This is an optimization exercise on Yosys and OpenROAD, whose aim is small area, a short achievable clock period and few clock cycles, not a production implementation. At most, simulation tests tie the RTL to the original design; equivalence was not proved. No functional check of the RTL was part of runs 1 and 2.

[design/flow/design.v]
package pn_pkg;
    localparam logic PN_POSTFIX = 1'b0;
    localparam logic PN_PREFIX  = 1'b1;
    localparam logic [1:0] OP_ADD = 2'b00;
    localparam logic [1:0] OP_SUB = 2'b01;
    localparam logic [1:0] OP_MUL = 2'b10;
    localparam logic [1:0] OP_ABS = 2'b11;
    typedef enum logic [2:0] {
        IDLE = 3'd0,
        RUN  = 3'd1,
        WAIT = 3'd2,
        REV  = 3'd3,
        OUT  = 3'd4,
        REV0 = 3'd5
    } state_t;
endpackage
module pn_alu
#(
    parameter int unsigned DATA_W = 32
) (
    input  logic [DATA_W-1:0] a,
    input  logic [DATA_W-1:0] b,
    input  logic [1:0]        op,
    input  logic              swap,
    output logic [DATA_W-1:0] result
);
    localparam int unsigned LV = $clog2(DATA_W);
    logic [DATA_W-1:0] bb, p;
    logic [DATA_W-1:0] gl [LV+1];
    logic [DATA_W-1:0] pl [LV+1];
    logic [DATA_W-1:0] c0, c1, s0, s1;
    assign bb = (op == pn_pkg::OP_ADD) ? b : ~b;
    assign p  = a ^ bb;
    assign gl[0] = a & bb;
    assign pl[0] = p;
    for (genvar l = 0; l < int'(LV); l++) begin : g_lvl
        for (genvar i = 0; i < int'(DATA_W); i++) begin : g_bit
            if (((i >> l) & 1) == 1) begin : g_node
                assign gl[l+1][i] = gl[l][i] | (pl[l][i] & gl[l][((i >> l) << l) - 1]);
                assign pl[l+1][i] = pl[l][i] & pl[l][((i >> l) << l) - 1];
            end else begin : g_pass
                assign gl[l+1][i] = gl[l][i];
                assign pl[l+1][i] = pl[l][i];
            end
        end
    end
    assign c0 = {gl[LV][DATA_W-2:0], 1'b0};
    assign c1 = {gl[LV][DATA_W-2:0] | pl[LV][DATA_W-2:0], 1'b1};
    assign s0 = p ^ c0;     
    assign s1 = p ^ c1;     
    always_comb begin
        case (op)
            pn_pkg::OP_SUB: result = swap ? ~s0 : s1;
            pn_pkg::OP_ABS: result = s1[DATA_W-1] ? ~s0 : s1;
            default:        result = s0;
        endcase
    end
endmodule
module pn_eval_core
#(
    parameter int unsigned OPND_W    = 3,
    parameter int unsigned DATA_W    = 32,
    parameter int unsigned TOK_DEPTH = 16,
    parameter int unsigned STK_DEPTH = 8
) (
    input  logic                     clk,
    input  logic                     rst,
    input  logic                     in_valid,
    input  logic                     mode,
    input  logic                     operator,
    input  logic [OPND_W-1:0]        in,
    output logic                     busy,
    output logic                     out_valid,
    output logic signed [DATA_W-1:0] out,
    output logic                     err
);
    localparam int unsigned TOK_W  = OPND_W + 1;
    localparam int unsigned TCNT_W = $clog2(TOK_DEPTH + 1);
    localparam int unsigned TIDX_W = $clog2(TOK_DEPTH);
    localparam int unsigned SCNT_W = $clog2(STK_DEPTH + 1);
    localparam int unsigned SIDX_W = $clog2(STK_DEPTH);
    localparam int unsigned RF_D   = STK_DEPTH - 2;
    localparam int unsigned OS_D   = 5;                 
    localparam int unsigned DCNT_W = TCNT_W + 1;        
    localparam logic signed [DCNT_W-1:0] D_ONE  = 1;
    localparam logic signed [DCNT_W-1:0] D_MONE = -1;
    localparam logic signed [DCNT_W-1:0] D_MAX  = STK_DEPTH;
    typedef enum logic [2:0] {
        K_NONE, K_PUSH, K_OSPUSH, K_STKOP, K_IMMOP, K_CASC
    } kind_t;
    pn_pkg::state_t state, state_d;
    logic [TOK_W-1:0]  tok_mem [TOK_DEPTH];
    logic [TCNT_W-1:0] wp, rp;
    logic              hd_v;
    logic [TOK_W-1:0]  hd;
    logic              mode_q, ovf;
    logic              tq_v, tq_op;
    logic signed [DCNT_W-1:0] dp, dmax, dmin;
    logic              perr;
    logic [DATA_W-1:0] t0, t1;
    logic [DATA_W-1:0] rf [RF_D];
    logic [SCNT_W-1:0] sp;
    logic              os_v  [OS_D];
    logic              os_l  [OS_D];
    logic [1:0]        os_op [OS_D];
    logic              casc, revf;
    logic [DATA_W-1:0] ms;
    logic              cpa, acc;
    logic              imm_q;
    logic [1:0]        aop_q;
    logic              sa_ms, sa_t0, sa_t1, sb_t0, sb_bit, sb_imm;
    logic [SIDX_W-1:0] oidx;
    logic              oasc;
    logic              mode_n, casc_n, os_v0_n, os_l0_n, pre_n, cpa_n, acc_n;
    logic              imm_n;
    logic              rev, pre, eng_on;
    logic [DATA_W-1:0] h_val;
    kind_t             kind;
    logic [1:0]        eop;
    logic              is_alu, mul_first, complete, consume;
    assign rev    = (state == pn_pkg::REV);
    assign pre    = mode_q & ~rev;
    assign eng_on = (state == pn_pkg::RUN) || (state == pn_pkg::WAIT) || rev;
    assign h_val  = DATA_W'(hd[OPND_W-1:0]);
    always_comb begin
        if (pre && casc)           kind = K_CASC;
        else if (!hd_v)            kind = K_NONE;
        else if (!hd[TOK_W-1])     kind = (pre && os_v[0] && os_l[0]) ? K_IMMOP : K_PUSH;
        else                       kind = pre ? K_OSPUSH : K_STKOP;
    end
    assign eop       = (kind == K_STKOP) ? hd[1:0] : os_op[0];
    assign is_alu    = (kind == K_STKOP) || (kind == K_IMMOP) || (kind == K_CASC);
    assign mul_first = is_alu && (eop == pn_pkg::OP_MUL) && !cpa;
    assign complete  = (kind != K_NONE) && !mul_first;
    assign consume   = complete && (kind != K_CASC);
    logic [DATA_W-1:0] alu_a, alu_b, alu_r;
    logic              small0, small1, x_is0, csa_now;
    logic [DATA_W-1:0] mx, r0, r1, r2, cs_s, cs_c;
    logic [2:0]        mm;
    assign alu_a = ({DATA_W{sa_ms}} & ms) | ({DATA_W{sa_t0}} & t0) | ({DATA_W{sa_t1}} & t1);
    assign alu_b = ({DATA_W{sb_t0}} & t0) | ({DATA_W{sb_bit && ms[0]}} & t1) |
                   ({DATA_W{sb_imm}} & h_val);
    pn_alu #(.DATA_W(DATA_W)) u_alu (
        .a      (alu_a),
        .b      (alu_b),
        .op     (aop_q),
        .swap   (rev),
        .result (alu_r)
    );
    assign small0  = (t0[DATA_W-1:OPND_W] == '0);
    assign small1  = (t1[DATA_W-1:OPND_W] == '0);
    assign x_is0   = imm_q || (!small0 && small1);
    assign csa_now = !acc && (imm_q || small0 || small1);
    assign mx      = x_is0 ? t0 : t1;
    assign mm      = imm_q ? hd[2:0] : (x_is0 ? t1[2:0] : t0[2:0]);
    assign r0      = mx & {DATA_W{mm[0]}};
    assign r1      = (mx << 1) & {DATA_W{mm[1]}};
    assign r2      = (mx << 2) & {DATA_W{mm[2]}};
    assign cs_s    = r0 ^ r1 ^ r2;
    assign cs_c    = ((r0 & r1) | (r0 & r2) | (r1 & r2)) << 1;
    logic [DATA_W-1:0] t0_d, t1_d, ms_d, rf_rd;
    logic [SIDX_W-1:0] rf_ra;
    logic              rf_we, ms_we;
    logic [SCNT_W-1:0] sp_d;
    logic              os_v_d [OS_D];
    logic              os_l_d [OS_D];
    logic [1:0]        os_op_d [OS_D];
    logic              casc_d, revf_d, cpa_d, acc_d;
    logic [TCNT_W-1:0] rp_d;
    assign rf_ra = (state == pn_pkg::OUT) ? oidx : SIDX_W'(sp - SCNT_W'(3));
    assign rf_rd = rf[rf_ra];
    always_comb begin
        t0_d   = t0;
        t1_d   = t1;
        ms_d   = ms;
        rf_we  = 1'b0;
        ms_we  = 1'b0;
        for (int i = 0; i < int'(OS_D); i++) begin
            os_v_d[i]  = os_v[i];
            os_l_d[i]  = os_l[i];
            os_op_d[i] = os_op[i];
        end
        sp_d   = sp;
        casc_d = casc;
        revf_d = revf;
        cpa_d  = cpa;
        acc_d  = acc;
        rp_d   = rp;
        if (eng_on) begin
            if (mul_first) begin
                ms_we = 1'b1;
                if (csa_now) begin
                    t0_d  = cs_s;
                    ms_d  = cs_c;
                    cpa_d = 1'b1;
                end else if (!acc) begin
                    ms_d  = t0;
                    t0_d  = '0;
                    acc_d = 1'b1;
                end else begin
                    t0_d = alu_r;
                    t1_d = t1 << 1;
                    ms_d = ms >> 1;
                    if (ms[DATA_W-1:1] == '0) begin
                        acc_d = 1'b0;
                        cpa_d = 1'b1;
                    end
                end
            end else if (complete) begin
                cpa_d = 1'b0;
                if (consume) rp_d = rev ? rp - TCNT_W'(1) : rp + TCNT_W'(1);
                case (kind)
                    K_PUSH: begin
                        rf_we = 1'b1;
                        t1_d  = t0;
                        t0_d  = h_val;
                        sp_d  = sp + SCNT_W'(1);
                        if (pre) begin
                            if (sp == SCNT_W'(STK_DEPTH)) revf_d = 1'b1;
                            if (os_v[0]) os_l_d[0] = 1'b1;
                        end
                    end
                    K_OSPUSH: begin
                        for (int i = 1; i < int'(OS_D); i++) begin
                            os_v_d[i]  = os_v[i-1];
                            os_l_d[i]  = os_l[i-1];
                            os_op_d[i] = os_op[i-1];
                        end
                        os_v_d[0]  = 1'b1;
                        os_l_d[0]  = 1'b0;
                        os_op_d[0] = hd[1:0];
                        if (os_v[OS_D-1]) revf_d = 1'b1;
                    end
                    default: begin   
                        t0_d = alu_r;
                        if (kind != K_IMMOP) begin
                            t1_d = rf_rd;
                            sp_d = sp - SCNT_W'(1);
                        end
                        if (kind != K_STKOP) begin
                            for (int i = 0; i < int'(OS_D) - 1; i++) begin
                                os_v_d[i]  = os_v[i+1];
                                os_l_d[i]  = os_l[i+1];
                                os_op_d[i] = os_op[i+1];
                            end
                            os_v_d[OS_D-1] = 1'b0;
                            casc_d = os_v[1] && os_l[1];
                            if (os_v[1]) os_l_d[0] = 1'b1;
                        end
                    end
                endcase
            end
        end
    end
    logic              tok_we;
    logic [TIDX_W-1:0] rd_addr;
    logic [TOK_W-1:0]  mem_nx, hd_d;
    logic              hd_v_d;
    assign tok_we  = (state == pn_pkg::RUN) && in_valid && (wp != TCNT_W'(TOK_DEPTH));
    assign rd_addr = (state == pn_pkg::REV0) ? TIDX_W'(wp - TCNT_W'(1)) :
                     rev ? TIDX_W'(rp - TCNT_W'(1)) : TIDX_W'(rp + TCNT_W'(1));
    assign mem_nx  = tok_mem[rd_addr];
    always_comb begin
        hd_d   = hd;
        hd_v_d = hd_v;
        if (state == pn_pkg::IDLE) begin
            hd_d   = {operator, in};
            hd_v_d = 1'b1;
        end else if (state == pn_pkg::REV0) begin
            hd_d   = mem_nx;
            hd_v_d = 1'b1;
        end else if (eng_on && consume) begin
            if (rev || (rp + TCNT_W'(1) != wp)) begin
                hd_d   = mem_nx;
                hd_v_d = 1'b1;
            end else begin
                hd_d   = {operator, in};
                hd_v_d = tok_we;
            end
        end else if (!hd_v) begin
            hd_d   = {operator, in};
            hd_v_d = tok_we;
        end
    end
    logic signed [DCNT_W-1:0] dd, dp_n, dmax_f, dmin_f;
    logic signed [DCNT_W-1:0] c_dp, c_mx, c_mn, t_op, t_num;
    logic                     c_perr, bad, bad_op, bad_num, bad_op_d, bad_num_d;
    assign dd      = tq_op ? D_MONE : D_ONE;
    assign dp_n    = dp + dd;
    assign dmax_f  = (tq_v && dp > dmax) ? dp : dmax;
    assign dmin_f  = (tq_v && dp < dmin) ? dp : dmin;
    assign c_dp    = tq_v ? dp_n : dp;
    assign c_mx    = dmax_f;
    assign c_mn    = dmin_f;
    assign c_perr  = perr || (tq_v && (dp_n < D_ONE || dp_n > D_MAX));
    assign t_op    = c_dp + D_MONE;
    assign t_num   = c_dp + D_ONE;
    always_comb begin
        if (mode_q) begin
            bad_op_d  = !((t_op > c_mx) && (t_op > c_dp) &&
                          (t_op <= c_mn + D_MAX) && (t_op <= c_dp + D_MAX));
            bad_num_d = !((t_num > c_mx) && (t_num > c_dp) &&
                          (t_num <= c_mn + D_MAX) && (t_num <= c_dp + D_MAX));
        end else begin
            bad_op_d  = c_perr || (t_op < D_ONE) || (t_op > D_MAX);
            bad_num_d = c_perr || (t_num < D_ONE) || (t_num > D_MAX);
        end
    end
    assign bad     = ovf || !tq_v || (tq_op ? bad_op : bad_num);
    logic              busy_d, out_valid_d, err_d;
    logic [DATA_W-1:0] out_d, out_sel, rf0_d, out_q;
    logic              out_t0, out_t0_d, odv;
    assign out = ({DATA_W{odv}} & out_q) | ({DATA_W{out_t0}} & t0);
    assign out_d = (state == pn_pkg::OUT) ? out_sel :
                   (sp_d == SCNT_W'(1)) ? h_val :
                   (sp_d == SCNT_W'(2)) ? t1_d : rf0_d;
    logic [SIDX_W-1:0] oidx_d;
    logic              oasc_d, done_next, eng_reset, ended;
    assign done_next = !hd_v_d && !casc_d && !cpa_d && !acc_d;
    logic alu_wr;
    assign alu_wr    = eng_on && is_alu;
    assign out_sel   = (oidx == SIDX_W'(sp - SCNT_W'(1))) ? t0 :
                       (oidx == SIDX_W'(sp - SCNT_W'(2))) ? t1 : rf_rd;
    assign rf0_d     = (rf_we && sp == SCNT_W'(2)) ? t1 : rf[0];
    always_comb begin
        state_d     = state;
        busy_d      = busy;
        out_valid_d = 1'b0;
        out_t0_d    = 1'b0;
        err_d       = 1'b0;
        oidx_d      = oidx;
        oasc_d      = oasc;
        eng_reset   = 1'b0;
        ended       = 1'b0;
        case (state)
            pn_pkg::IDLE: begin
                busy_d = 1'b0;
                if (in_valid) begin
                    eng_reset = 1'b1;
                    busy_d    = 1'b1;
                    state_d   = pn_pkg::RUN;
                end
            end
            pn_pkg::RUN: begin
                ended = !in_valid;
            end
            pn_pkg::WAIT: begin
                ended = 1'b1;
            end
            pn_pkg::REV0: begin
                state_d = pn_pkg::REV;
            end
            pn_pkg::REV: begin
                if (consume && rp == '0) begin
                    state_d = pn_pkg::OUT;
                    oidx_d  = SIDX_W'(sp_d - SCNT_W'(1));
                    oasc_d  = 1'b0;
                end
            end
            pn_pkg::OUT: begin
                out_valid_d = 1'b1;
                oidx_d      = oasc ? oidx + SIDX_W'(1) : oidx - SIDX_W'(1);
                if (oasc ? (oidx == SIDX_W'(sp - SCNT_W'(1))) : (oidx == '0)) begin
                    busy_d  = 1'b0;
                    state_d = pn_pkg::IDLE;
                end
            end
            default: state_d = pn_pkg::IDLE;
        endcase
        if (ended) begin
            if (state == pn_pkg::RUN && bad) begin
                out_valid_d = 1'b1;
                err_d       = 1'b1;
                busy_d      = 1'b0;
                state_d     = pn_pkg::IDLE;
            end else if (done_next && !revf_d && sp_d == SCNT_W'(1) && alu_wr) begin
                out_valid_d = 1'b1;
                out_t0_d    = 1'b1;
                busy_d      = 1'b0;
                state_d     = pn_pkg::IDLE;
            end else if (done_next && !revf_d) begin
                out_valid_d = 1'b1;
                oidx_d      = SIDX_W'(1);
                oasc_d      = 1'b1;
                if (sp_d == SCNT_W'(1)) begin
                    busy_d  = 1'b0;
                    state_d = pn_pkg::IDLE;
                end else begin
                    state_d = pn_pkg::OUT;
                end
            end else if (done_next) begin
                state_d = pn_pkg::REV0;
            end else begin
                state_d = pn_pkg::WAIT;
            end
        end
    end
    assign mode_n  = eng_reset ? mode : mode_q;
    assign casc_n  = !eng_reset && casc_d;
    assign os_v0_n = !eng_reset && os_v_d[0];
    assign os_l0_n = os_l_d[0];
    assign pre_n   = mode_n && (state_d != pn_pkg::REV);
    assign cpa_n   = !eng_reset && cpa_d;
    assign acc_n   = !eng_reset && acc_d;
    assign imm_n   = !casc_n && pre_n && hd_v_d && !hd_d[TOK_W-1] && os_v0_n && os_l0_n;
    always_ff @(posedge clk) out_q <= out_d;
    always_ff @(posedge clk) begin
        if (rst) begin
            state     <= pn_pkg::IDLE;
            busy      <= 1'b0;
            out_valid <= 1'b0;
            out_t0    <= 1'b0;
            odv       <= 1'b0;
            err       <= 1'b0;
        end else begin
            state     <= state_d;
            busy      <= busy_d;
            out_valid <= out_valid_d;
            out_t0    <= out_t0_d;
            odv       <= out_valid_d && !err_d && !out_t0_d;
            err       <= err_d;
        end
    end
    always_ff @(posedge clk) begin
        if (eng_reset) begin
            tok_mem[0] <= {operator, in};
            wp     <= TCNT_W'(1);
            ovf    <= 1'b0;
            tq_v   <= 1'b1;
            tq_op  <= operator;
            dp     <= '0;
            dmax   <= '0;
            dmin   <= '0;
            perr   <= 1'b0;
        end else begin
            tq_v  <= 1'b0;
            tq_op <= operator;
            if (state == pn_pkg::RUN && in_valid && !tok_we) ovf <= 1'b1;
            if (tok_we) begin
                tok_mem[TIDX_W'(wp)] <= {operator, in};
                wp   <= wp + TCNT_W'(1);
                tq_v <= 1'b1;
            end
            if (tq_v) begin
                dp   <= dp_n;
                dmax <= dmax_f;
                dmin <= dmin_f;
                if (dp_n < D_ONE || dp_n > D_MAX) perr <= 1'b1;
            end
        end
        mode_q  <= mode_n;
        bad_op  <= eng_reset || bad_op_d;
        bad_num <= !eng_reset && bad_num_d;
    end
    always_ff @(posedge clk) begin
        if (eng_reset) begin
            rp   <= '0;
            sp   <= '0;
            revf <= 1'b0;
            cpa  <= 1'b0;
            acc  <= 1'b0;
        end else begin
            if (state == pn_pkg::REV0) begin
                rp <= wp - TCNT_W'(1);
                sp <= '0;
            end else begin
                rp <= rp_d;
                sp <= sp_d;
            end
            revf <= revf_d;
            cpa  <= cpa_d;
            acc  <= acc_d;
        end
        casc <= casc_n;
        for (int i = 0; i < int'(OS_D); i++) begin
            os_v[i]  <= (i == 0) ? os_v0_n : (!eng_reset && os_v_d[i]);
            os_l[i]  <= os_l_d[i];
            os_op[i] <= os_op_d[i];
        end
        imm_q <= imm_n;
        sa_ms  <= cpa_n;
        sa_t0  <= !cpa_n && (acc_n || imm_n);
        sa_t1  <= !cpa_n && !acc_n && !imm_n;
        sb_t0  <= cpa_n || (!acc_n && !imm_n);
        sb_bit <= !cpa_n && acc_n;
        sb_imm <= !cpa_n && !acc_n && imm_n;
        if (cpa_n || acc_n)
            aop_q <= pn_pkg::OP_ADD;
        else if (!pre_n && hd_d[TOK_W-1])
            aop_q <= hd_d[1:0];
        else
            aop_q <= os_op_d[0];
        t0 <= t0_d;
        t1 <= t1_d;
        if (ms_we) ms <= ms_d;
        if (eng_on && rf_we) begin
            for (int j = 0; j < int'(RF_D); j++)
                if (sp == SCNT_W'(j + 2)) rf[j] <= t1;
        end
        hd   <= hd_d;
        hd_v <= hd_v_d;
        oidx <= oidx_d;
        oasc <= oasc_d;
    end
endmodule
[design/flow/flow/run.sh]
#!/bin/bash
set -euo pipefail
export BUFFER_PORTS_ARGS="-buffer_cell sky130_fd_sc_hd__buf_4"
bash standard.sh SETUP_SLACK_MARGIN=6.5 finish > standard.log 2>&1
[design/flow/standard.sh]
#!/bin/bash
# synth_recipe.tcl (not shown) runs the flow's synth.tcl, then flattens the netlist and writes it again
# the make line also repeats each setting of config.mk as NAME=value (left out here)
make -C /OpenROAD-flow-scripts/flow DESIGN_CONFIG=/design/flow/config.mk WORK_HOME=/design/flow/orfs CLKGATE_MAP_FILE= SYNTH_SCRIPT=/design/flow/synth_recipe.tcl "${@:-finish}"
[design/flow/config.mk]
export PLATFORM = sky130hd
export DESIGN_NAME = pn_eval_core
export DESIGN_NICKNAME = pn_eval_core
export VERILOG_FILES = /design/flow/design.v
export SDC_FILE = /design/flow/constraint.sdc
export NUM_CORES = 4
export LEC_CHECK = 0
export CAP_MARGIN = 20
export CORE_MARGIN = 2
export CORE_UTILIZATION = 50
export SLEW_MARGIN = 20
[design/flow/constraint.sdc]
create_clock -name core_clock -period 11.0 [get_ports {clk}]
set_input_delay 2.2000 -clock core_clock [delete_from_list [all_inputs] [get_ports {clk}]]
set_output_delay 2.2000 -clock core_clock [all_outputs]
set_load 0.01 [all_outputs]
==> results.py, run 1 <==
metrics = {
    "setup_path": {
        "crit_fanout": 12,
        "rr_startpoint": "aop_q[0]$_SDFF_PP0_",
        "startpoint_type": "flip-flop",
        "r2r_slack_ns": 6.56,
        "critical_path_class": "flip-flop to flip-flop",
        "cp.arrival_ns": 4.80,
        "ff2ff_path_depth": 17,
        "cp-end-kind": "flip-flop",
        "cp.required_ns": 11.36,
        "r2r_end": "t0[26]$_DFFE_PP_",
    },
    "floorplanning": {
        "dieArea_mm2": 0.05997,
        "io_pins": 43,
        "die_h_um": 244.9,
        "die_w_um": 244.9,
        "initial_core_util_pct": 50.39,
        "coreArea_mm2": 0.05759,
        "fp-row-count": 88,
    },
    "sta": {
        "holdWs_ns": 0.4485,
        "skew_ns": 0.05195,
        "relSlewSlack_pct": 45.36,
        "slew_viol_final": 0,
        "rsz0062_at_grt": "false",
        "worst_slew_pin_slew_ns": 0.8184,
        "setup_tns_ns": 0,
        "hold_violations": 0,
        "fin_crit_sh_pct": 40.36,
        "setup_viol": 0,
        "period_minus_slack_ns": 4.440,
        "fmax_mhz": 225.2,
        "setup_ws_ns": 6.560,
    },
    "route": {
        "antenna_left": 0,
        "detail_route.first_pass.iterations": 10,
        "vias": 24490,
        "vias_per_cell": 6.466,
        "drcViolationCount": 0,
        "first_iter_violations": 2698,
        "wire_per_inst_um": 24.73,
        "finalWirelength_um": 93650,
    },
    "yosys": {
        "ys_seq_area_share_pct": 44.12,
        "synth.net_count": 3184,
        "yosys_most_used_dff": "edfxtp_1",
        "ys_seq_elements": 473,
        "synthCells": 3035,
        "postSynthAreaPerCell_um2": 9.560,
        "synth_area_leaders": "edfxtp_1 34%, dfxtp_1 9.7%, mux2i_1 5.0%",
        "synth_top_cell_by_area": "edfxtp_1",
        "ys_types": 95,
        "synth_top_cell_area_share_pct": 34.46,
        "synthArstFlopShare_pct": 0,
        "synth_edf_count": 333,
        "yosysWarnings": 11,
        "synth_area_mm2": 0.02902,
    },
    "place": {
        "gp_congestion": 0.9035,
        "dpl_worst_slack_ns": 5.538,
        "portBuffers": 42,
        "dp_hpwl_um": 63430,
    },
    "run_status": {
        "status": "no timing/DRC/antenna violations",
    },
    "global_routing": {
        "grt_pass1_vias": 24030,
        "grt-ovfl-total": 0,
        "grt_pass1_wl_um": 143200,
        "track_usage_pct": 30.69,
        "antenna_found_initial": 0,
        "grt_max_degree": 71,
    },
    "clock_tree": {
        "clk_pin_slew_worst_paths_ns": 0.06,
        "root_buffer": "clkbuf_16",
        "cts.path.max_buffers": 3,
        "cts_hold_buf": 0,
        "clk_latency_ns": 0.65,
        "cts_tree": "built",
        "cts_sinks": 473,
        "cts_buffers": 55,
        "htreeDepth": 2,
    },
    "final_layout": {
        "syn2layout_area_growth_pct": 12.08,
        "drive_gt1_share_pct": 12.81,
        "final_cell_mix": "333 x edfxtp_1, 328 x nand2_1, 285 x nor2_1",
        "mostFrequentLayoutCell": "edfxtp_1",
        "n_antenna_cell": 0,
        "nets": 3124,
    },
    "flow_run": {
        "drv_cap": 0,
    },
    "hold_path": {
        "whs_path_depth": 0,
        "hold-path-endpoint": "os_op[4][1]$_DFFE_PP_",
        "hold_path.class": "flip-flop to flip-flop",
        "hp-start": "os_op[3][1]$_DFFE_PP_",
    },
}
[flip-flops by register name, summed over array words and instances, names as in the netlist, 2 cells and up]
signal   flops
dp           6
tok_mem     64
wp           5
state        3
os_v         5
rp           5
rf         192
os_l         5
ms          32
dmin         6
oidx         3
dmax         6
t0          32
os_op       10
sp           4
t1          32
aop_q        2
hd           4
out_q       32
[worst max-delay path, stage by stage, from the launching register on]
cell and delay [ns]:
dfxtp_4 0.41, buf_12 0.17, nor2_4 0.06, buf_12 0.16, buf_6 0.16, buf_4 0.14
xor2_1 0.15, ha_1 0.38, and3_4 0.20, and4_4 0.21, and3_4 0.22, and4_4 0.22
a211o_4 0.33, o211ai_4 0.28, and2_4 0.26, nor2_1 0.07, or4_1 0.48, a32o_1 0.25
[area by class of cell]
type,instances,area (um2)
flip-flops and latches,473,12820
repair buffers,141,1197
multi-input cells,2198,15210
clock inverters,39,490.5
fillers,5099,25070
clock buffers,65,1444
well taps,765,957.2
inverters,106,397.9
[stage by stage]
stage,cells,util (%),cell area [um2]
6_report,3787,56.47,32520
5_1_grt,3787,56.47,32520
4_1_cts,3761,55.60,32020
3_5_place_dp,3638,51.69,29770
3_3_place_gp,3638,51.69,29760
2_1_floorplan,3035,-,29020
[what timing repair did]
item	CTS	global route
cloned	1	3
gates resized for setup	38	58
endpoints found under the setup margin	97	96
pin swaps	11	26
setup buffers	18	23
[synthesized netlist by cell type (26+ instances only)]
cell type and n:
nand2_1 334, edfxtp_1 333, nor2_1 289, o21ai_0 221
clkbuf_1 199, a21oi_1 147, mux2i_1 144, dfxtp_1 140
inv_1 106, ha_1 105, nand3_1 67, o22ai_1 67
xor2_1 62, xnor2_1 51, a22oi_1 49, a222oi_1 48
a22o_1 48, nor3_1 37, fa_1 36, buf_1 32
nor4_1 31, a211oi_1 29, a31oi_1 29, a221oi_1 27
mux2_2 26, nand2b_1 26
[cell families (layout without fill, tap and decap cells)]
| logic type | count (synthesis) | in the layout | synth area share, % |
|---|---|---|---|
| compound gates | 849 | 849 | 19.84 |
| xor+xnor | 113 | 113 | 3.411 |
| fa+ha+maj | 141 | 141 | 7.012 |
| buf+inv | 364 | 351 | 4.907 |
| flops | 473 | 473 | 44.12 |
| mux | 173 | 173 | 6.179 |
| simple gates | 922 | 922 | 14.52 |
[how the worst max path moves through the flow]
stage / start / to / cells after the start
floorplan: ms[0]$_SDFFCE_PP0P_ / t0[17]$_DFFE_PP_ / 20
global placement: aop_q[0]$_SDFF_PP0_ / t0[4]$_DFFE_PP_ / 17
detailed placement: aop_q[0]$_SDFF_PP0_ / t0[4]$_DFFE_PP_ / 17
CTS: ms[0]$_SDFFCE_PP0P_ / t0[4]$_DFFE_PP_ / 16
global route: ms[0]$_SDFFCE_PP0P_ / t0[7]$_DFFE_PP_ / 20
finish: aop_q[0]$_SDFF_PP0_ / t0[26]$_DFFE_PP_ / 17
[per-layer routing]
metal	GRT usage, %	vias up	wire length, um
li1	-	11150	-
met1	40.24	12010	38130
met2	51.22	1118	44510
met3	4.691	217	7312
met4	11.76	0	3699
met5	0	-	0
==> run 2, diff against run 1 <==
--- a/design/flow/design.v
+++ b/design/flow/design.v
@@ -19,17 +19,16 @@
     parameter int unsigned DATA_W = 32
 ) (
     input  logic [DATA_W-1:0] a,
-    input  logic [DATA_W-1:0] b,
+    input  logic [DATA_W-1:0] bb,
     input  logic [1:0]        op,
     input  logic              swap,
     output logic [DATA_W-1:0] result
 );
     localparam int unsigned LV = $clog2(DATA_W);
-    logic [DATA_W-1:0] bb, p;
+    logic [DATA_W-1:0] p;
     logic [DATA_W-1:0] gl [LV+1];
     logic [DATA_W-1:0] pl [LV+1];
     logic [DATA_W-1:0] c0, c1, s0, s1;
-    assign bb = (op == pn_pkg::OP_ADD) ? b : ~b;
     assign p  = a ^ bb;
     assign gl[0] = a & bb;
     assign pl[0] = p;
@@ -108,11 +107,12 @@
     logic              cpa, acc;
     logic              imm_q;
     logic [1:0]        aop_q;
-    logic              sa_ms, sa_t0, sa_t1, sb_t0, sb_bit, sb_imm;
+    logic              sa_ms, sa_t0, sa_t1, sb_t0p, sb_t0n, sb_bit, sb_immp, sb_immn;
     logic [SIDX_W-1:0] oidx;
     logic              oasc;
     logic              mode_n, casc_n, os_v0_n, os_l0_n, pre_n, cpa_n, acc_n;
-    logic              imm_n;
+    logic              imm_n, inv_n;
+    logic [1:0]        aop_n;
     logic              rev, pre, eng_on;
     logic [DATA_W-1:0] h_val;
     kind_t             kind;
@@ -138,11 +138,12 @@
     logic [DATA_W-1:0] mx, r0, r1, r2, cs_s, cs_c;
     logic [2:0]        mm;
     assign alu_a = ({DATA_W{sa_ms}} & ms) | ({DATA_W{sa_t0}} & t0) | ({DATA_W{sa_t1}} & t1);
-    assign alu_b = ({DATA_W{sb_t0}} & t0) | ({DATA_W{sb_bit && ms[0]}} & t1) |
-                   ({DATA_W{sb_imm}} & h_val);
+    assign alu_b = ({DATA_W{sb_t0p}} & t0) | ({DATA_W{sb_t0n}} & ~t0) |
+                   ({DATA_W{sb_bit && ms[0]}} & t1) |
+                   ({DATA_W{sb_immp}} & h_val) | ({DATA_W{sb_immn}} & ~h_val);
     pn_alu #(.DATA_W(DATA_W)) u_alu (
         .a      (alu_a),
-        .b      (alu_b),
+        .bb     (alu_b),
         .op     (aop_q),
         .swap   (rev),
         .result (alu_r)
@@ -402,6 +403,9 @@
     assign pre_n   = mode_n && (state_d != pn_pkg::REV);
     assign cpa_n   = !eng_reset && cpa_d;
     assign acc_n   = !eng_reset && acc_d;
+    assign aop_n   = (cpa_n || acc_n) ? pn_pkg::OP_ADD :
+                     (!pre_n && hd_d[TOK_W-1]) ? hd_d[1:0] : os_op_d[0];
+    assign inv_n   = (aop_n != pn_pkg::OP_ADD);
     assign imm_n   = !casc_n && pre_n && hd_v_d && !hd_d[TOK_W-1] && os_v0_n && os_l0_n;
     always_ff @(posedge clk) out_q <= out_d;
     always_ff @(posedge clk) begin
@@ -481,15 +485,12 @@
         sa_ms  <= cpa_n;
         sa_t0  <= !cpa_n && (acc_n || imm_n);
         sa_t1  <= !cpa_n && !acc_n && !imm_n;
-        sb_t0  <= cpa_n || (!acc_n && !imm_n);
-        sb_bit <= !cpa_n && acc_n;
-        sb_imm <= !cpa_n && !acc_n && imm_n;
-        if (cpa_n || acc_n)
-            aop_q <= pn_pkg::OP_ADD;
-        else if (!pre_n && hd_d[TOK_W-1])
-            aop_q <= hd_d[1:0];
-        else
-            aop_q <= os_op_d[0];
+        sb_t0p  <= cpa_n || (!acc_n && !imm_n && !inv_n);
+        sb_t0n  <= !cpa_n && !acc_n && !imm_n && inv_n;
+        sb_bit  <= !cpa_n && acc_n;
+        sb_immp <= !cpa_n && !acc_n && imm_n && !inv_n;
+        sb_immn <= !cpa_n && !acc_n && imm_n && inv_n;
+        aop_q   <= aop_n;
         t0 <= t0_d;
         t1 <= t1_d;
         if (ms_we) ms <= ms_d;
==> design/flow/flow/run.sh (replaced) <==
#!/bin/bash
set -euo pipefail
export BUFFER_PORTS_ARGS="-buffer_cell sky130_fd_sc_hd__buf_4"
bash standard.sh SETUP_SLACK_MARGIN=6.75 finish > standard.log 2>&1
==> results.py, run 2 <==
metrics = {
    "yosys": {
        "synth_top_cell_by_area": "edfxtp_1",
        "synth-simple-area-share_pct": 12.48,
        "synth-xor-area-share_pct": 2.557,
        "ys_seq_area_share_pct": 44.10,
        "synth_area_leaders": "edfxtp_1 34%, dfxtp_1 9.8%, mux2i_1 5.8%",
        "yosys_most_used_dff": "edfxtp_1",
        "synth_fa_ha_area_share_pct": 6.986,
        "ys_types": 91,
        "synthArstFlopShare_pct": 0,
        "ys_seq_elements": 475,
        "postSynthAreaPerCell_um2": 9.752,
        "yosysMostFrequentCell": "edfxtp_1",
        "synth_compound_area_share_pct": 19.95,
        "synth_edf_count": 333,
        "synthCells": 2986,
        "synth.net_count": 3135,
        "synth_area_mm2": 0.02912,
        "synthMuxAreaShare_pct": 8.705,
        "yosys-top-cells-count": "333 x edfxtp_1, 269 x nand2_1, 260 x nor2_1, 246 x o21ai_0, 185 x clkbuf_1",
        "yosysWarnings": 11,
        "synth_top_family_by_area": "compound AO/OA/AOI/OAI gates",
        "synth_top_cell_area_share_pct": 34.34,
    },
    "global_routing": {
        "grt_pass1_vias": 23960,
        "grt-ovfl-total": 0,
        "grt_pass1_wl_um": 142700,
        "track_usage_pct": 30.57,
        "antenna_found_initial": 0,
        "grt_max_degree": 69,
    },
    "floorplanning": {
        "io_pins": 43,
        "initial_core_util_pct": 50.57,
        "dieArea_mm2": 0.06019,
        "die_h_um": 245.3,
        "die_w_um": 245.3,
        "fp-row-count": 88,
        "coreArea_mm2": 0.05759,
    },
    "place": {
        "gp_congestion": 0.8938,
        "dp_hpwl_um": 61200,
        "dp.cells": 3581,
        "portBuffers": 42,
        "dpl_worst_slack_ns": 5.627,
    },
    "setup_path": {
        "cp.required_ns": 11.38,
        "cp_slowest_cell": "a222oi_1",
        "cpPeakStageDelay_ns": 0.61,
        "cp-end-kind": "flip-flop",
        "cp_cell_sequence": "a222oi_1 > inv_1 > ha_1 > a21oi_1 > a21boi_2 > o21ai_2 > nand2_4 > a311o_2 > or4_1 > nand3_1 > xnor2_1 > o221ai_2 > a22o_1",
        "crit_fanout": 15,
        "critical_path_class": "flip-flop to flip-flop",
        "worst-path-buf-inv": 1,
        "cp.arrival_ns": 4.60,
        "startpoint_type": "flip-flop",
        "cpLargestDelayFamily": "compound AO/OA/AOI/OAI gates",
    },
    "route": {
        "antenna_left": 0,
        "vias_per_cell": 6.516,
        "detail_route.first_pass.iterations": 9,
        "drcViolationCount": 0,
        "vias": 24530,
        "first_iter_violations": 2779,
        "finalWirelength_um": 93210,
        "wire_per_inst_um": 24.76,
    },
    "final_layout": {
        "fin_cells": 3764,
        "top_register": "rf",
        "syn2layout_area_growth_pct": 13.20,
        "n_antenna_cell": 0,
        "nets": 3104,
        "num-fill-cells": 4970,
        "mostFrequentLayoutCell": "edfxtp_1",
        "post-route-util_pct": 57.24,
        "final_cell_mix": "333 x edfxtp_1, 266 x nand2_1, 253 x nor2_1",
        "drive_gt1_share_pct": 15.71,
        "largestRegisters": "rf x192, tok_mem x64",
        "largest_register_ffs": 192,
    },
    "sta": {
        "fin_crit_sh_pct": 38.37,
        "hold_violations": 0,
        "relSlewSlack_pct": 35.94,
        "setup_ws_ns": 6.780,
        "period_minus_slack_ns": 4.220,
        "fmax_mhz": 236.9,
        "rsz0062_at_grt": "true",
        "setup_viol": 0,
        "setup_tns_ns": 0,
        "worst_slew_pin_slew_ns": 0.9508,
        "skew_ns": 0.04848,
        "slew_viol_final": 0,
    },
    "clock_tree": {
        "clk_latency_ns": 0.65,
        "htreeDepth": 2,
        "cts_buffers": 53,
        "cts_tree": "built",
        "root_buffer": "clkbuf_16",
        "clk_pin_slew_worst_paths_ns": 0.06,
        "cts_sinks": 475,
        "cts.path.max_buffers": 3,
    },
    "run_status": {
        "status": "no timing/DRC/antenna violations",
    },
    "flow_run": {
        "drv_cap": 0,
    },
    "hold_path": {
        "hold_path.class": "flip-flop to flip-flop",
    },
}
==> run 2: per-stage QoR <==
step | instance area, um2 | hold WS, ns
final | 32960 | 0.4545
after global routing | 32960 | 0.4725
after CTS | 32460 | 0.4541
after detailed placement | 29850 | 0.4361
after global placement | 29800 | 0.4316
after floorplan | 29120 | 0.4262
==> run 2: metal layers <==
layer | vias up | share of wire (%) | GRT usage [%]
met5 | - | 0 | 0
met4 | 0 | 4.0 | 12.25
met3 | 234 | 7.7 | 4.660
met2 | 1120 | 47 | 50.56
met1 | 12110 | 41 | 40.31
li1 | 11060 | - | -
==> run 2: cells by family (layout without fill, tap and decap cells) <==
logic type               count (synthesis)  after routing
flip-flops                             475            475
buffers and inverters                  380            392
AND/OR/NAND/NOR                        796            796
multiplexers                           229            229
XOR/XNOR                                85             85
adder cells (fa/ha/maj)                141            141
AO/OA/AOI/OAI                          880            881
==> run 2: area by class of cell <==
type / instances / area [um2] / area share [%]
Timing Repair Buffer: 179 / 1485 / 4.506
Multi-Input combinational cell: 2132 / 15360 / 46.61
Clock buffer: 70 / 1515 / 4.597
Clock inverter: 29 / 326.6 / 0.9907
Sequential cell: 475 / 12890 / 39.09
Tap cell: 765 / 957.2 / 2.904
Inverter: 114 / 427.9 / 1.298
==> run 2: path summary, 6_finish.rpt <==
kind                                             from                     to  slack, ns  cells past startpoint
worst max-delay path                    t1[4]$_DFF_P_       t0[31]$_DFFE_PP_       6.78                     13
worst max register to register          t1[4]$_DFF_P_       t0[31]$_DFFE_PP_       6.78                     13
worst min register to register  os_op[3][0]$_DFFE_PP_  os_op[4][0]$_DFFE_PP_       0.45                      0
worst min-delay path            os_op[3][0]$_DFFE_PP_  os_op[4][0]$_DFFE_PP_       0.45                      0
==> run 2: worst reg2reg max path, delay by kind of cell, from the launching register on <==
kind	cells	cell delay (ns)
buffers and inverters	1	0.10
AO/OA/AOI/OAI	7	2.17
adder cells (fa/ha/maj)	1	0.36
XOR/XNOR	1	0.15
flip-flops	1	0.53
AND/OR/NAND/NOR	3	0.64
==> run 2: timing repair <==
| action | 4_1_cts | 5_1_grt |
|---|---|---|
| hold buffers | 0 | 0 |
| resized for setup | 72 | 71 |
| buffers inserted | 60 | 21 |
| setup endpoints to repair | 113 | 239 |
| gates cloned | 1 | 1 |
| pin swaps | 16 | 27 |
==> run 3, diff against run 2 <==
--- a/design/flow/design.v
+++ b/design/flow/design.v
@@ -98,21 +98,27 @@
     logic              perr;
     logic [DATA_W-1:0] t0, t1;
     logic [DATA_W-1:0] rf [RF_D];
+    logic              tag0, tag1;
+    logic              rf_tag [RF_D];
     logic [SCNT_W-1:0] sp;
     logic              os_v  [OS_D];
     logic              os_l  [OS_D];
     logic [1:0]        os_op [OS_D];
     logic              casc, revf;
     logic [DATA_W-1:0] ms;
-    logic              cpa, acc;
+    logic              cpa, acc, fast_q;
     logic              imm_q;
     logic [1:0]        aop_q;
-    logic              sa_ms, sa_t0, sa_t1, sb_t0p, sb_t0n, sb_bit, sb_immp, sb_immn;
+    logic              sa_ms, sa_t0, sa_t1, sa_t0s2, sa_t0s3, sa_t1s2, sa_t1s3;
+    logic              sb_t0p, sb_t0n, sb_t0s1p, sb_t0s1n, sb_t1p, sb_t1n, sb_t1s1p, sb_t1s1n;
+    logic              sb_bit, sb_immp, sb_immn, swap_q;
     logic [SIDX_W-1:0] oidx;
     logic              oasc;
     logic              mode_n, casc_n, os_v0_n, os_l0_n, pre_n, cpa_n, acc_n;
-    logic              imm_n, inv_n;
+    logic              imm_n, inv_n, stk_n, fast_n, xt0_n, tag0_n, tag1_n, neg_n;
+    logic              ma2_n, ma3_n, mb1_n, mb2_n;
     logic [1:0]        aop_n;
+    logic [2:0]        m_n, t0_m3, t1_m3;
     logic              rev, pre, eng_on;
     logic [DATA_W-1:0] h_val;
     kind_t             kind;
@@ -130,36 +136,31 @@
     end
     assign eop       = (kind == K_STKOP) ? hd[1:0] : os_op[0];
     assign is_alu    = (kind == K_STKOP) || (kind == K_IMMOP) || (kind == K_CASC);
-    assign mul_first = is_alu && (eop == pn_pkg::OP_MUL) && !cpa;
+    assign mul_first = is_alu && (eop == pn_pkg::OP_MUL) && !cpa && !fast_q;
     assign complete  = (kind != K_NONE) && !mul_first;
     assign consume   = complete && (kind != K_CASC);
     logic [DATA_W-1:0] alu_a, alu_b, alu_r;
-    logic              small0, small1, x_is0, csa_now;
-    logic [DATA_W-1:0] mx, r0, r1, r2, cs_s, cs_c;
-    logic [2:0]        mm;
-    assign alu_a = ({DATA_W{sa_ms}} & ms) | ({DATA_W{sa_t0}} & t0) | ({DATA_W{sa_t1}} & t1);
+    logic              small0, small1;
+    assign alu_a = ({DATA_W{sa_ms}} & ms) | ({DATA_W{sa_t0}} & t0) | ({DATA_W{sa_t1}} & t1) |
+                   ({DATA_W{sa_t0s2}} & (t0 << 2)) | ({DATA_W{sa_t0s3}} & (t0 << 3)) |
+                   ({DATA_W{sa_t1s2}} & (t1 << 2)) | ({DATA_W{sa_t1s3}} & (t1 << 3));
     assign alu_b = ({DATA_W{sb_t0p}} & t0) | ({DATA_W{sb_t0n}} & ~t0) |
+                   ({DATA_W{sb_t0s1p}} & (t0 << 1)) | ({DATA_W{sb_t0s1n}} & ~(t0 << 1)) |
+                   ({DATA_W{sb_t1p}} & t1) | ({DATA_W{sb_t1n}} & ~t1) |
+                   ({DATA_W{sb_t1s1p}} & (t1 << 1)) | ({DATA_W{sb_t1s1n}} & ~(t1 << 1)) |
                    ({DATA_W{sb_bit && ms[0]}} & t1) |
                    ({DATA_W{sb_immp}} & h_val) | ({DATA_W{sb_immn}} & ~h_val);
     pn_alu #(.DATA_W(DATA_W)) u_alu (
         .a      (alu_a),
         .bb     (alu_b),
         .op     (aop_q),
-        .swap   (rev),
+        .swap   (swap_q),
         .result (alu_r)
     );
     assign small0  = (t0[DATA_W-1:OPND_W] == '0);
     assign small1  = (t1[DATA_W-1:OPND_W] == '0);
-    assign x_is0   = imm_q || (!small0 && small1);
-    assign csa_now = !acc && (imm_q || small0 || small1);
-    assign mx      = x_is0 ? t0 : t1;
-    assign mm      = imm_q ? hd[2:0] : (x_is0 ? t1[2:0] : t0[2:0]);
-    assign r0      = mx & {DATA_W{mm[0]}};
-    assign r1      = (mx << 1) & {DATA_W{mm[1]}};
-    assign r2      = (mx << 2) & {DATA_W{mm[2]}};
-    assign cs_s    = r0 ^ r1 ^ r2;
-    assign cs_c    = ((r0 & r1) | (r0 & r2) | (r1 & r2)) << 1;
     logic [DATA_W-1:0] t0_d, t1_d, ms_d, rf_rd;
+    logic              tag0_d, tag1_d, rf_tag_rd;
     logic [SIDX_W-1:0] rf_ra;
     logic              rf_we, ms_we;
     logic [SCNT_W-1:0] sp_d;
@@ -170,9 +171,12 @@
     logic [TCNT_W-1:0] rp_d;
     assign rf_ra = (state == pn_pkg::OUT) ? oidx : SIDX_W'(sp - SCNT_W'(3));
     assign rf_rd = rf[rf_ra];
+    assign rf_tag_rd = rf_tag[rf_ra];
     always_comb begin
         t0_d   = t0;
         t1_d   = t1;
+        tag0_d = tag0;
+        tag1_d = tag1;
         ms_d   = ms;
         rf_we  = 1'b0;
         ms_we  = 1'b0;
@@ -190,14 +194,16 @@
         if (eng_on) begin
             if (mul_first) begin
                 ms_we = 1'b1;
-                if (csa_now) begin
-                    t0_d  = cs_s;
-                    ms_d  = cs_c;
-                    cpa_d = 1'b1;
+                if (!acc && small0) begin
+                    tag0_d = 1'b1;
+                end else if (!acc && small1) begin
+                    tag1_d = 1'b1;
                 end else if (!acc) begin
-                    ms_d  = t0;
-                    t0_d  = '0;
-                    acc_d = 1'b1;
+                    ms_d   = t0;
+                    t0_d   = '0;
+                    tag0_d = 1'b0;
+                    tag1_d = 1'b0;
+                    acc_d  = 1'b1;
                 end else begin
                     t0_d = alu_r;
                     t1_d = t1 << 1;
@@ -212,8 +218,10 @@
                 if (consume) rp_d = rev ? rp - TCNT_W'(1) : rp + TCNT_W'(1);
                 case (kind)
                     K_PUSH: begin
-                        rf_we = 1'b1;
-                        t1_d  = t0;
+                        rf_we  = 1'b1;
+                        t1_d   = t0;
+                        tag1_d = tag0;
+                        tag0_d = 1'b1;
                         t0_d  = h_val;
                         sp_d  = sp + SCNT_W'(1);
                         if (pre) begin
@@ -233,9 +241,11 @@
                         if (os_v[OS_D-1]) revf_d = 1'b1;
                     end
                     default: begin   
-                        t0_d = alu_r;
+                        t0_d   = alu_r;
+                        tag0_d = 1'b0;
                         if (kind != K_IMMOP) begin
-                            t1_d = rf_rd;
+                            t1_d   = rf_rd;
+                            tag1_d = rf_tag_rd;
                             sp_d = sp - SCNT_W'(1);
                         end
                         if (kind != K_STKOP) begin
@@ -405,7 +415,23 @@
     assign acc_n   = !eng_reset && acc_d;
     assign aop_n   = (cpa_n || acc_n) ? pn_pkg::OP_ADD :
                      (!pre_n && hd_d[TOK_W-1]) ? hd_d[1:0] : os_op_d[0];
-    assign inv_n   = (aop_n != pn_pkg::OP_ADD);
+    assign stk_n   = pre_n ? casc_n : (hd_v_d && hd_d[TOK_W-1]);
+    assign tag0_n  = tag0_d;
+    assign tag1_n  = tag1_d;
+    assign t0_m3   = (eng_on && complete && kind == K_PUSH) ? hd[2:0] : t0[2:0];
+    assign t1_m3   = (eng_on && complete && kind == K_PUSH) ? t0[2:0] :
+                     (eng_on && complete && (kind == K_STKOP || kind == K_CASC)) ? rf_rd[2:0] :
+                     t1[2:0];
+    assign fast_n  = !cpa_n && !acc_n && (aop_n == pn_pkg::OP_MUL) &&
+                     (imm_n || (stk_n && (tag0_n || tag1_n)));
+    assign xt0_n   = imm_n || !tag0_n;
+    assign m_n     = imm_n ? hd_d[2:0] : (tag0_n ? t0_m3 : t1_m3);
+    assign ma2_n   = (m_n == 3'd3) || (m_n == 3'd4) || (m_n == 3'd5);
+    assign ma3_n   = (m_n == 3'd6) || (m_n == 3'd7);
+    assign mb1_n   = m_n[0];
+    assign mb2_n   = (m_n == 3'd2) || (m_n == 3'd6);
+    assign neg_n   = (m_n == 3'd3) || (m_n == 3'd6) || (m_n == 3'd7);
+    assign inv_n   = fast_n ? neg_n : (aop_n != pn_pkg::OP_ADD);
     assign imm_n   = !casc_n && pre_n && hd_v_d && !hd_d[TOK_W-1] && os_v0_n && os_l0_n;
     always_ff @(posedge clk) out_q <= out_d;
     always_ff @(posedge clk) begin
@@ -482,21 +508,38 @@
             os_op[i] <= os_op_d[i];
         end
         imm_q <= imm_n;
-        sa_ms  <= cpa_n;
-        sa_t0  <= !cpa_n && (acc_n || imm_n);
-        sa_t1  <= !cpa_n && !acc_n && !imm_n;
-        sb_t0p  <= cpa_n || (!acc_n && !imm_n && !inv_n);
-        sb_t0n  <= !cpa_n && !acc_n && !imm_n && inv_n;
+        fast_q  <= fast_n;
+        sa_ms   <= cpa_n;
+        sa_t0   <= !fast_n && !cpa_n && (acc_n || imm_n);
+        sa_t1   <= !fast_n && !cpa_n && !acc_n && !imm_n;
+        sa_t0s2 <= fast_n && xt0_n && ma2_n;
+        sa_t0s3 <= fast_n && xt0_n && ma3_n;
+        sa_t1s2 <= fast_n && !xt0_n && ma2_n;
+        sa_t1s3 <= fast_n && !xt0_n && ma3_n;
+        sb_t0p  <= fast_n ? (xt0_n && mb1_n && !neg_n) : (cpa_n || (!acc_n && !imm_n && !inv_n));
+        sb_t0n  <= fast_n ? (xt0_n && mb1_n && neg_n) : (!cpa_n && !acc_n && !imm_n && inv_n);
+        sb_t0s1p <= fast_n && xt0_n && mb2_n && !neg_n;
+        sb_t0s1n <= fast_n && xt0_n && mb2_n && neg_n;
+        sb_t1p  <= fast_n && !xt0_n && mb1_n && !neg_n;
+        sb_t1n  <= fast_n && !xt0_n && mb1_n && neg_n;
+        sb_t1s1p <= fast_n && !xt0_n && mb2_n && !neg_n;
+        sb_t1s1n <= fast_n && !xt0_n && mb2_n && neg_n;
         sb_bit  <= !cpa_n && acc_n;
-        sb_immp <= !cpa_n && !acc_n && imm_n && !inv_n;
-        sb_immn <= !cpa_n && !acc_n && imm_n && inv_n;
-        aop_q   <= aop_n;
+        sb_immp <= !fast_n && !cpa_n && !acc_n && imm_n && !inv_n;
+        sb_immn <= !fast_n && !cpa_n && !acc_n && imm_n && inv_n;
+        aop_q   <= fast_n ? (neg_n ? pn_pkg::OP_SUB : pn_pkg::OP_ADD) : aop_n;
+        swap_q  <= !fast_n && (state_d == pn_pkg::REV);
+        tag0    <= tag0_d;
+        tag1    <= tag1_d;
         t0 <= t0_d;
         t1 <= t1_d;
         if (ms_we) ms <= ms_d;
         if (eng_on && rf_we) begin
             for (int j = 0; j < int'(RF_D); j++)
-                if (sp == SCNT_W'(j + 2)) rf[j] <= t1;
+                if (sp == SCNT_W'(j + 2)) begin
+                    rf[j]     <= t1;
+                    rf_tag[j] <= tag1;
+                end
         end
         hd   <= hd_d;
         hd_v <= hd_v_d;
==> design/flow/flow/run.sh (replaced) <==
#!/bin/bash
set -euo pipefail
export BUFFER_PORTS_ARGS="-buffer_cell sky130_fd_sc_hd__buf_4"
bash standard.sh SETUP_SLACK_MARGIN=6.5 finish > standard.log 2>&1
==> results.py, run 3 <==
metrics = {
    "clock_tree": {
        "cts.path.max_buffers": 3,
        "cts_sinks": 494,
        "cts_hold_buf": 0,
        "cts_tree": "built",
        "root_buffer": "clkbuf_16",
        "cts_buffers": 54,
        "clk_pin_slew_worst_paths_ns": 0.06,
        "htreeDepth": 2,
        "clk_latency_ns": 0.64,
    },
    "floorplanning": {
        "dieArea_mm2": 0.06235,
        "initial_core_util_pct": 50.29,
        "die_w_um": 249.7,
        "io_pins": 43,
        "coreArea_mm2": 0.06002,
        "die_h_um": 249.7,
        "fp-row-count": 90,
    },
    "setup_path": {
        "cp.arrival_ns": 4.89,
        "worst-path-buf-inv": 1,
        "cp.required_ns": 11.49,
        "startpoint_type": "flip-flop",
        "cp_slowest_cell": "a222oi_1",
        "cpLargestDelayFamily": "compound AO/OA/AOI/OAI gates",
        "cp-end-kind": "flip-flop",
        "ff2ff_path_depth": 14,
        "cp_cell_sequence": "buf_4 > a222oi_1 > nand3_1 > ha_4 > a21o_1 > a21o_1 > a21o_1 > a221o_2 > a21o_4 > a311oi_4 > a31o_4 > nor2_1 > or4_4 > a21oi_2",
        "critical_path_class": "flip-flop to flip-flop",
        "cpPeakStageDelay_ns": 0.48,
        "crit_cells": 14,
        "path_common_cell": "a21o_1",
        "crit_fanout": 33,
    },
    "sta": {
        "setup_viol": 0,
        "relSlewSlack_pct": 30.96,
        "skew_ns": 0.04352,
        "worst_slew_pin_slew_ns": 1.036,
        "period_minus_slack_ns": 4.404,
        "rsz0062_at_grt": "true",
        "setup_tns_ns": 0,
        "fin_crit_sh_pct": 40.04,
        "hold_violations": 0,
        "fmax_mhz": 227.1,
        "slew_viol_final": 0,
    },
    "route": {
        "wire_per_inst_um": 25.51,
        "vias_per_cell": 6.743,
        "antenna_left": 0,
        "drcViolationCount": 0,
        "detail_route.first_pass.iterations": 9,
        "finalWirelength_um": 101100,
        "vias": 26720,
        "first_iter_violations": 2952,
    },
    "yosys": {
        "synthCells": 3176,
        "synth_top_cell_by_area": "edfxtp_1",
        "yosys_most_used_dff": "edfxtp_1",
        "ys_seq_area_share_pct": 43.98,
        "ys_seq_elements": 494,
        "yosysWarnings": 12,
        "ys_types": 100,
        "postSynthAreaPerCell_um2": 9.503,
        "synth_edf_count": 338,
        "synth_area_mm2": 0.03018,
        "synthArstFlopShare_pct": 0,
        "synth_top_cell_area_share_pct": 33.63,
        "yosysMostFrequentCell": "edfxtp_1",
        "yosys-top-cells-count": "338 x edfxtp_1, 292 x nor2_1, 245 x nand2_1, 237 x o21ai_0, 228 x clkbuf_1",
        "synth.net_count": 3295,
        "synth_area_leaders": "edfxtp_1 34%, dfxtp_1 10%, mux2i_1 5.7%",
    },
    "global_routing": {
        "grt-ovfl-total": 0,
        "grt_pass1_wl_um": 152900,
        "grt_max_degree": 65,
        "antenna_found_initial": 0,
        "grt_pass1_vias": 25430,
        "track_usage_pct": 31.31,
    },
    "place": {
        "gp_congestion": 0.9663,
        "place_area_mm2": 0.03100,
        "dp_hpwl_um": 67100,
        "portBuffers": 42,
    },
    "hold_path": {
        "hold_path.class": "flip-flop to flip-flop",
        "whs_path_depth": 0,
    },
    "final_layout": {
        "n_antenna_cell": 0,
        "final_area_mm2": 0.03395,
        "mostFrequentLayoutCell": "edfxtp_1",
        "num-fill-cells": 5252,
        "final_cell_mix": "338 x edfxtp_1, 282 x nor2_1, 240 x nand2_1",
        "largest_register_ffs": 192,
        "drive_gt1_share_pct": 15.19,
        "syn2layout_area_growth_pct": 12.48,
        "nets": 3254,
        "top_register": "rf",
        "largestRegisters": "rf x192, tok_mem x64",
    },
    "run_status": {
        "status": "no timing/DRC/antenna violations",
    },
    "flow_run": {
        "drv_cap": 0,
    },
}
[run 3: cell types whose count changed after synthesis, sizes merged, moves of 29 or more]
| cell | delta |
|---|---|
| nor2 | +33 |
| a211oi | +55 |
| clkbuf | +30 |
| a22oi | +78 |
| o22ai | -48 |
| fa | -29 |
[run 3: worst register-to-register path, cell delays in order, from the launching register on]
cell	delay (ns)
dfxtp_1	0.29
buf_4	0.24
a222oi_1	0.51
nand3_1	0.20
ha_4	0.31
a21o_1	0.17
a21o_1	0.20
a21o_1	0.24
a221o_2	0.45
a21o_4	0.30
a311oi_4	0.46
a31o_4	0.24
nor2_1	0.06
or4_4	0.49
a21oi_2	0.14
[run 3: what timing repair did]
action                     in CTS  in global routing
gates cloned                    0                  1
gates resized for setup        65                 99
setup endpoints to repair     213                113
pin swaps                      10                 28
setup buffers                  25                 45
[run 3: routing by layer]
| metal | wire, um | global-route usage [%] | vias up | part of all wire, % |
|---|---|---|---|---|
| met5 | 0 | 0 | - | 0 |
| met4 | 3706 | 12.32 | 0 | 3.7 |
| met3 | 8419 | 4.464 | 253 | 8.3 |
| met2 | 47670 | 51.53 | 1418 | 47 |
| met1 | 41260 | 41.75 | 13100 | 41 |
| li1 | - | - | 11940 | - |
[run 3: cell type report]
type	instances	area (um2)	share of cell area, %
clock buffers	75	1440	4.242
well taps	782	978.4	2.882
inverters	90	337.8	0.9951
repair buffers	175	1424	4.194
clock inverters	26	279.0	0.8219
flip-flops and latches	494	13310	39.20
multi-input cells	2320	16180	47.67
[run 3: logic make-up after synthesis]
family	Yosys count	share of synthesized area, %
and+or+nand+nor	911	14.18
xor gates and xnor gates	83	2.409
muxes	234	8.022
buffers and inverters	362	4.622
DFF	494	43.98
adders and majority gates	111	4.776
AOI/OAI and AO/OA	981	22.02
[run 3: path summary, 6_finish.rpt]
kind,from,endpoint,slack [ns]
max,sa_t1$_DFF_P_,t0[30]$_DFFE_PP_,6.60
min,os_op[3][1]$_DFFE_PP_,os_op[4][1]$_DFFE_PP_,0.46
max reg2reg,sa_t1$_DFF_P_,t0[30]$_DFFE_PP_,6.60
min reg2reg,os_op[3][1]$_DFFE_PP_,os_op[4][1]$_DFFE_PP_,0.46
[run 3: metrics by stage]
step	util (%)	hold WS, ns	setup WS [ns]	std cells
after floorplan	-	0.4204	6.506	3176
after global placement	51.64	0.4283	5.673	3790
after detailed placement	51.64	0.4514	5.425	3790
after CTS	55.25	0.4581	6.483	3916
after global routing	56.56	0.4704	6.408	3962
final	56.56	0.4596	6.596	3962
Testbench counts of run 3, summed over its fixed seeds: cycles 6,989.
==> run 4, diff against run 3 <==
--- a/design/flow/design.v
+++ b/design/flow/design.v
@@ -110,8 +110,7 @@
     logic              imm_q;
     logic [1:0]        aop_q;
     logic              sa_ms, sa_t0, sa_t1, sa_t0s2, sa_t0s3, sa_t1s2, sa_t1s3;
-    logic              sb_t0p, sb_t0n, sb_t0s1p, sb_t0s1n, sb_t1p, sb_t1n, sb_t1s1p, sb_t1s1n;
-    logic              sb_bit, sb_immp, sb_immn, swap_q;
+    logic              sb_t0, sb_t0s1, sb_t1, sb_t1s1, sb_bit, sb_imm, inv_q, swap_q;
     logic [SIDX_W-1:0] oidx;
     logic              oasc;
     logic              mode_n, casc_n, os_v0_n, os_l0_n, pre_n, cpa_n, acc_n;
@@ -144,12 +143,9 @@
     assign alu_a = ({DATA_W{sa_ms}} & ms) | ({DATA_W{sa_t0}} & t0) | ({DATA_W{sa_t1}} & t1) |
                    ({DATA_W{sa_t0s2}} & (t0 << 2)) | ({DATA_W{sa_t0s3}} & (t0 << 3)) |
                    ({DATA_W{sa_t1s2}} & (t1 << 2)) | ({DATA_W{sa_t1s3}} & (t1 << 3));
-    assign alu_b = ({DATA_W{sb_t0p}} & t0) | ({DATA_W{sb_t0n}} & ~t0) |
-                   ({DATA_W{sb_t0s1p}} & (t0 << 1)) | ({DATA_W{sb_t0s1n}} & ~(t0 << 1)) |
-                   ({DATA_W{sb_t1p}} & t1) | ({DATA_W{sb_t1n}} & ~t1) |
-                   ({DATA_W{sb_t1s1p}} & (t1 << 1)) | ({DATA_W{sb_t1s1n}} & ~(t1 << 1)) |
-                   ({DATA_W{sb_bit && ms[0]}} & t1) |
-                   ({DATA_W{sb_immp}} & h_val) | ({DATA_W{sb_immn}} & ~h_val);
+    assign alu_b = (({DATA_W{sb_t0}} & t0) | ({DATA_W{sb_t0s1}} & (t0 << 1)) |
+                    ({DATA_W{sb_t1 || (sb_bit && ms[0])}} & t1) | ({DATA_W{sb_t1s1}} & (t1 << 1)) |
+                    ({DATA_W{sb_imm}} & h_val)) ^ {DATA_W{inv_q}};
     pn_alu #(.DATA_W(DATA_W)) u_alu (
         .a      (alu_a),
         .bb     (alu_b),
@@ -516,17 +512,13 @@
         sa_t0s3 <= fast_n && xt0_n && ma3_n;
         sa_t1s2 <= fast_n && !xt0_n && ma2_n;
         sa_t1s3 <= fast_n && !xt0_n && ma3_n;
-        sb_t0p  <= fast_n ? (xt0_n && mb1_n && !neg_n) : (cpa_n || (!acc_n && !imm_n && !inv_n));
-        sb_t0n  <= fast_n ? (xt0_n && mb1_n && neg_n) : (!cpa_n && !acc_n && !imm_n && inv_n);
-        sb_t0s1p <= fast_n && xt0_n && mb2_n && !neg_n;
-        sb_t0s1n <= fast_n && xt0_n && mb2_n && neg_n;
-        sb_t1p  <= fast_n && !xt0_n && mb1_n && !neg_n;
-        sb_t1n  <= fast_n && !xt0_n && mb1_n && neg_n;
-        sb_t1s1p <= fast_n && !xt0_n && mb2_n && !neg_n;
-        sb_t1s1n <= fast_n && !xt0_n && mb2_n && neg_n;
+        sb_t0   <= fast_n ? (xt0_n && mb1_n) : (cpa_n || (!acc_n && !imm_n));
+        sb_t0s1 <= fast_n && xt0_n && mb2_n;
+        sb_t1   <= fast_n && !xt0_n && mb1_n;
+        sb_t1s1 <= fast_n && !xt0_n && mb2_n;
         sb_bit  <= !cpa_n && acc_n;
-        sb_immp <= !fast_n && !cpa_n && !acc_n && imm_n && !inv_n;
-        sb_immn <= !fast_n && !cpa_n && !acc_n && imm_n && inv_n;
+        sb_imm  <= !fast_n && !cpa_n && !acc_n && imm_n;
+        inv_q   <= inv_n;
         aop_q   <= fast_n ? (neg_n ? pn_pkg::OP_SUB : pn_pkg::OP_ADD) : aop_n;
         swap_q  <= !fast_n && (state_d == pn_pkg::REV);
         tag0    <= tag0_d;
==> results.py, run 4 <==
metrics = {
    "run_status": {
        "status": "no timing/DRC/antenna violations",
    },
    "setup_path": {
        "ff2ff_path_depth": 17,
        "cp-startpoint": "ms[0]$_DFFE_PP_",
        "critical_path_class": "flip-flop to flip-flop",
        "cp_cell_sequence": "a21o_4 > a222oi_1 > xnor2_1 > ha_2 > inv_2 > fa_2 > nor2b_1 > o21ai_1 > a21o_1 > a211oi_4 > o2111ai_2 > a31o_4 > and4_4 > or2_4 > mux2i_1 > a211o_1 > a211oi_4",
        "r2r_end": "t0[17]$_DFFE_PP_",
        "cpPeakStageDelay_ns": 0.43,
    },
    "final_layout": {
        "num-fill-cells": 5092,
        "n_antenna_cell": 0,
        "syn2layout_area_growth_pct": 12.34,
        "top_register": "rf",
    },
    "sta": {
        "rsz0062_at_grt": "true",
        "fin_crit_sh_pct": 40.78,
        "hold_violations": 0,
    },
    "global_routing": {
        "grt_pass1_wl_um": 142800,
        "use_met1_pct": 41.25,
        "use_met2_pct": 50.39,
    },
    "clock_tree": {
        "cts_sinks": 490,
        "clk_latency_ns": 0.63,
    },
    "route": {
        "drcViolationCount": 0,
        "antenna_left": 0,
    },
    "yosys": {
        "synthArstFlopShare_pct": 0,
        "synth_top_cell_by_area": "edfxtp_1",
        "yosys-top-cells-count": "338 x edfxtp_1, 273 x nand2_1, 264 x nor2_1, 198 x clkbuf_1, 153 x o21ai_0",
        "yosysMostFrequentCell": "edfxtp_1",
        "synth.net_count": 3084,
        "ys_seq_elements": 490,
    },
    "place": {
        "dp_hpwl_um": 60690,
    },
    "floorplanning": {
        "fp-row-count": 88,
        "io_pins": 43,
        "initial_core_util_pct": 50.27,
        "dieArea_mm2": 0.05961,
        "die_w_um": 244.2,
    },
}
[run 4: changes by cell type in the layout (fill, tap and decap cells not counted), moves of 18 or more]
cell      delta
nand2_1     +29
nand4_1     -29
buf_4       -23
nor2_1      -27
o21ai_0     -87
a221oi_1    -24
mux2i_1     -89
a221o_1     +18
a222oi_1    +35
xor2_1      +33
nor3_1      -21
[run 4: final cells by class]
| type | instances | area share [%] |
|---|---|---|
| clock inverters | 28 | 1.143 |
| inverters | 92 | 1.066 |
| clock buffers | 73 | 4.580 |
| flip-flops and latches | 490 | 40.84 |
| well taps | 765 | 2.954 |
| repair buffers | 148 | 3.650 |
| multi-input cells | 2133 | 45.77 |
[run 4: worst min-delay path by stage]
stage / slack (ns) / endpoint / from / cells after the start
3_3_place_gp: 0.43 / os_op[4][0]$_DFFE_PP_ / os_op[3][0]$_DFFE_PP_ / 0
5_1_grt: 0.45 / os_l[4]$_DFFE_PP_ / os_l[3]$_DFFE_PP_ / 0
2_1_floorplan: 0.42 / os_l[4]$_DFFE_PP_ / os_l[3]$_DFFE_PP_ / 0
3_5_place_dp: 0.45 / os_op[4][1]$_DFFE_PP_ / os_op[3][1]$_DFFE_PP_ / 0
4_1_cts: 0.45 / os_op[4][1]$_DFFE_PP_ / os_op[3][1]$_DFFE_PP_ / 0
6_report: 0.44 / os_l[4]$_DFFE_PP_ / os_l[3]$_DFFE_PP_ / 0
[run 4: cells by family (layout without fill, tap and decap cells)]
group                      count (synthesis)  in the layout  synth area share, %
AOI/OAI and AO/OA                        892            895                21.76
xor gates and xnor gates                 122            122                3.705
adders and majority gates                111            111                4.998
buffers and inverters                    347            341                4.668
DFF                                      490            490                45.75
muxes                                    150            150                5.493
and+or+nand+nor                          853            855                13.63
[run 4: layer usage]
layer / vias to the layer above / routed length, um
li1: 11160 / -
met1: 12210 / 39040
met2: 1294 / 44050
met3: 221 / 7566
met4: 0 / 3490
met5: - / 0
[run 4: metrics by stage]
| stage | std cells | hold WS, ns |
|---|---|---|
| 2_1_floorplan | 2965 | 0.4204 |
| 3_3_place_gp | 3562 | 0.4279 |
| 3_5_place_dp | 3562 | 0.4451 |
| 4_1_cts | 3689 | 0.4472 |
| 5_1_grt | 3729 | 0.4518 |
| 6_report | 3729 | 0.4433 |
[run 4: timing repair]
| item | CTS | global route |
|---|---|---|
| pin swaps | 16 | 28 |
| resized for setup | 56 | 77 |
| setup buffers | 23 | 37 |
| setup endpoints to repair | 88 | 66 |
| cloned | 3 | 3 |
[run 4: worst register-to-register path: stages, from the launching register on]
cell	delay, ns
edfxtp_1	0.43
a21o_4	0.25
a222oi_1	0.31
xnor2_1	0.20
ha_2	0.22
inv_2	0.04
fa_2	0.35
nor2b_1	0.12
o21ai_1	0.09
a21o_1	0.24
a211oi_4	0.29
o2111ai_2	0.19
a31o_4	0.29
and4_4	0.21
or2_4	0.28
mux2i_1	0.16
a211o_1	0.31
a211oi_4	0.32
Testbench counts of run 4, summed over its fixed seeds: cycles 6,989.

-- re-timing with driven ports --
The results above use ideal ports. As a check the final layouts listed here were re-extracted and re-timed, cells and wires unchanged. Step 1 sets driving cells, clkbuf_16 on the clock port and buf_2 on the other inputs (assumed; they add their load-dependent delay and slew). Step 2 moves the port delays by t, midway between the first and last clock arrival at a register: inputs arrive t later, outputs are due t later. That takes back most of the time a late clock gives input paths. a / b / c = ideal / step 1 / step 2; a / b = the first two.
run | t (ns) | setup WS [ns] | worst hold slack (ns) | worst setup path at the end | worst register clock-pin slew, ns
run 1 | 0.686 | 6.560 / 6.560 / 6.321 | 0.448 / 0.448 / 0.448 | input to register | 0.06 / 0.06
run 2 | 0.682 | 6.780 / 6.780 / 6.354 | 0.454 / 0.454 / 0.454 | input to register | 0.07 / 0.07
run 3 | 0.679 | 6.596 / 6.596 / 6.015 | 0.460 / 0.460 / 0.460 | input to register | 0.06 / 0.06
run 4 | 0.678 | 6.515 / 6.515 / 6.158 | 0.443 / 0.443 / 0.443 | input to register | 0.07 / 0.07
After both steps setup and hold are still met in every run listed. The setup slack of run 3, which loses most, moves by 0.000 ns with the drivers and by -0.581 ns with both steps.
